Source: an optimization exercise on an open RTL-to-GDS flow (aim: small area, a short achievable clock period and few clock cycles). Production flows keep margins and buffers that such runs may drop. RTL that was checked went through simulation tests only; none was proved equivalent to the original. Power figures rest on the tool's default switching activity, not on a simulated workload.

// dcache_top
module dcache_top (
  input  wire                            clk_i,
  input  wire                            rst_n_i,
  input  wire                            enable_i,
  input  wire                            flush_i,
  output logic                           flush_ack_o,
  output logic                           miss_o,
  output logic                           wbuffer_empty_o,
  input  wire                            ld_req_i,
  input  wire [dcache_pkg::ADDR_W-1:0]   ld_addr_i,
  output logic                           ld_gnt_o,
  output logic                           ld_rvalid_o,
  output logic [dcache_pkg::XLEN-1:0]    ld_rdata_o,
  input  wire                            st_req_i,
  input  wire [dcache_pkg::ADDR_W-1:0]   st_addr_i,
  input  wire [dcache_pkg::XLEN-1:0]     st_wdata_i,
  input  wire [dcache_pkg::BE_W-1:0]     st_be_i,
  output logic                           st_gnt_o,
  output logic                           mem_req_o,
  output logic                           mem_we_o,
  output logic [dcache_pkg::ADDR_W-1:0]  mem_addr_o,
  output logic [dcache_pkg::XLEN-1:0]    mem_wdata_o,
  output logic [dcache_pkg::BE_W-1:0]    mem_be_o,
  input  wire                            mem_gnt_i,
  input  wire                            mem_rvalid_i,
  input  wire [dcache_pkg::XLEN-1:0]     mem_rdata_i
);
Size in the first run: about 2,700 flip-flops, ~250 I/O pins.
make LEC_CHECK=0 CAP_MARGIN=20 CORE_MARGIN=2 CORE_UTILIZATION=40 SETUP_SLACK_MARGIN=4 SLEW_MARGIN=20 TNS_END_PERCENT=5 finish   # period 9.0 ns
run.sh (not shown) runs the stock make flow with config.mk's settings and CLKGATE_MAP_FILE= SYNTH_SCRIPT=/design/flow/synth_recipe.tcl, a recipe that flattens the netlist after the stock synthesis.
The first run produced a clean layout.
Edit:
- SETUP_SLACK_MARGIN: 4 -> 5
- TNS_END_PERCENT: 5 -> 10
Outcome: Sequential share of layout area is lower by 0.72 points. Sequential cell count does not change. Final area increases by about 1.1%. Worst setup slack improves by 0.77 ns. Wire length climbs by about 1.6%.
Function was not checked in any run of this note: the RTL went through the layout flow alone.

========
Another version of the RTL of dcache_top (not shown whole).
Size in the first run: roughly 2,700 flip-flops, about 110,000 um^2 of cells after synthesis.
clock: 9.0 ns
lec_check: 0
cap_margin: 20
core_margin: 2
core_utilization: 55
slew_margin: 20
tns_end_percent: 10
setup_slack_margin: 6
standard.sh (not shown) runs the stock make flow with config.mk's settings and CLKGATE_MAP_FILE= SYNTH_SCRIPT=/design/flow/synth_recipe.tcl, a recipe that flattens the netlist after the stock synthesis.
==> flow/flow/run.sh <==
#!/bin/bash
set -euo pipefail
echo 'export SETUP_SLACK_MARGIN = 6' >> config.mk
bash standard.sh > standard.log 2>&1
The starting point ran to the end with no violations.
Testbench counts at the start, summed over its fixed seeds: cycles 16,519.
Then changed:
- ABC_CLOCK_PERIOD_IN_PS: default -> 3500
Effect: Design area is unchanged. Clock-buffer cell count does not change. Core utilization does not change. Power does not change. Worst setup slack stays the same. Non-clock buffer count stays the same. Global-route usage is unchanged. Wire length stays the same. Register-to-register slack is about the same. Final cell count does not change.

========
dcache_top, a different RTL version from the one above (not shown whole).
Size: about 250 I/O pins, ~110,000 µm² of cells after synthesis.
export LEC_CHECK = 0
export CAP_MARGIN = 20
export CORE_MARGIN = 2
export CORE_UTILIZATION = 60
export CTS_CLUSTER_DIAMETER = 90
export CTS_CLUSTER_SIZE = 24
export SLEW_MARGIN = 20
export TNS_END_PERCENT = 10
export SETUP_SLACK_MARGIN = 6
create_clock -name core_clock -period 9.0 [get_ports {clk_i}]
Scripts as last shown in full above: flow/flow/run.sh
The first run completed without violations.
Testbench counts at the start, summed over its fixed seeds: cycles 16,904.
Next try:
==> flow/run.sh (new file) <==
#!/bin/bash
# synth_recipe.tcl (not shown) runs the flow's synth.tcl, then flattens the netlist and writes it again
# the make line also repeats each setting of config.mk as NAME=value (left out here)
make -C /OpenROAD-flow-scripts/flow DESIGN_CONFIG=/design/flow/config.mk WORK_HOME=/design/flow/orfs CLKGATE_MAP_FILE= SYNTH_SCRIPT=/design/flow/synth_recipe.tcl finish
- CORE_UTILIZATION: 60 -> 40
- CTS_CLUSTER_DIAMETER: 90 -> unset
- CTS_CLUSTER_SIZE: 24 -> unset
- SETUP_SLACK_MARGIN: 6 -> 5
removed: flow/flow/run.sh
removed: flow/standard.sh
=> Power falls by 2.0%. Hold slack stays flat. Global-route usage falls by 17 points. Register-to-register slack degrades by 0.69 ns. Synthesized cell count stays the same. Fmax falls by 16%. Setup slack degrades by 0.69 ns. Utilization falls by 25 points.

========
Starting RTL as in the previous note.
Settings: LEC_CHECK=0, CAP_MARGIN=20, CORE_MARGIN=2, CORE_UTILIZATION=40, SLEW_MARGIN=20, TNS_END_PERCENT=10, SETUP_SLACK_MARGIN=6; clock period 9.0 ns.
==> flow/flow/run.sh <==
#!/bin/bash
set -euo pipefail
echo 'export SETUP_SLACK_MARGIN = 6' >> config.mk
bash standard.sh > standard.log 2>&1
The starting point produced a clean layout.
Testbench counts at the start, summed over its fixed seeds: cycles 16,904.
Then changed:
==> flow/flow/run.sh (replaced) <==
#!/bin/bash
# Standard layout with a tighter target for timing repair: the repair aims
# at setup slack SETUP_SLACK_MARGIN below the clock period the SDC gives.
set -e
cp standard.sh standard_copy.sh.txt
cp config.mk config_in.mk.txt
echo 'export SETUP_SLACK_MARGIN = 6' >> config.mk
bash standard.sh > standard.log 2>&1
Sequential share of layout area does not change. Via count stays the same. Synthesized area is unchanged. Final cell count stays the same. Power does not change. Combinational power barely changes. Maximum frequency does not change. Synthesized cell count is unchanged. Sequential power stays flat.
Then changed:
==> flow/flow/run.sh (replaced) <==
#!/bin/bash
set -euo pipefail
echo 'export SETUP_SLACK_MARGIN = 6' >> config.mk
bash standard.sh > standard.log 2>&1
--- a/flow/config.mk
+++ b/flow/config.mk
@@ -9,3 +9,3 @@
 export CORE_MARGIN = 2
-export CORE_UTILIZATION = 40
+export CORE_UTILIZATION = 60
 export SLEW_MARGIN = 20
The new run went through all stages and came out clean.
Sequential cell count does not change.
Final area went down by 1.0%.
Count of clock-buffer cells in the layout went up by 28.
Global-route usage went up by 16 points.
Register-to-register slack got worse by 60 ps.
Hold slack improved by 7.6 ps.
Combinational power is about the same.
Via count went up by 1.6%.
Die area went down by 33%.

==> afterwards: timing with drivers on the ports <==
The results above use ideal ports. As a check the final layouts listed here were re-extracted and re-timed, cells and wires unchanged. Step 1, drivers: a clkbuf_16 drives clk_i and a buf_2 each remaining input, both assumed. Step 2 times the ports against the registers' clock, not the clock port: input delays grow and output delays shrink by t, the midpoint of the rising clock arrivals with the driver on. a / b / c = no drivers / after step 1 / after step 2; a / b = the first two.
| run | t (ns) | setup slack, ns | worst register clock-pin slew, ns | worst slew at a driven data input, ns |
|---|---|---|---|---|
| the first run of note 1 | 1.044 | 3.948 / 3.948 / 3.161 | 0.07 / 0.07 | 0.11 |
| the second run of note 1 | 1.032 | 4.719 / 4.714 / 3.758 | 0.07 / 0.07 | 0.15 |
| the first run of note 2 | 1.018 | 5.341 / 5.341 / 4.589 | 0.07 / 0.07 | 0.13 |
| the second run of note 2 | 1.018 | 5.341 / 5.341 / 4.589 | 0.07 / 0.07 | 0.13 |
| the first run of note 3 | 0.947 | 5.447 / 5.447 / 4.856 | 0.11 / 0.11 | 0.14 |
| the second run of note 3 | 1.010 | 4.754 / 4.739 / 4.258 | 0.07 / 0.07 | 0.17 |
| the first run of note 4 | 1.024 | 5.379 / 5.324 / 4.485 | 0.07 / 0.07 | 0.21 |
| the second run of note 4 | 1.024 | 5.379 / 5.324 / 4.485 | 0.07 / 0.07 | 0.21 |
| the third run of note 4 | 1.022 | 5.267 / 5.299 / 4.277 | 0.07 / 0.07 | 0.12 |
After both steps setup and hold are still met in every run listed. For the third run of note 4, which loses most, drivers alone change the setup slack by +0.032 ns; drivers and shift together by -0.990 ns.
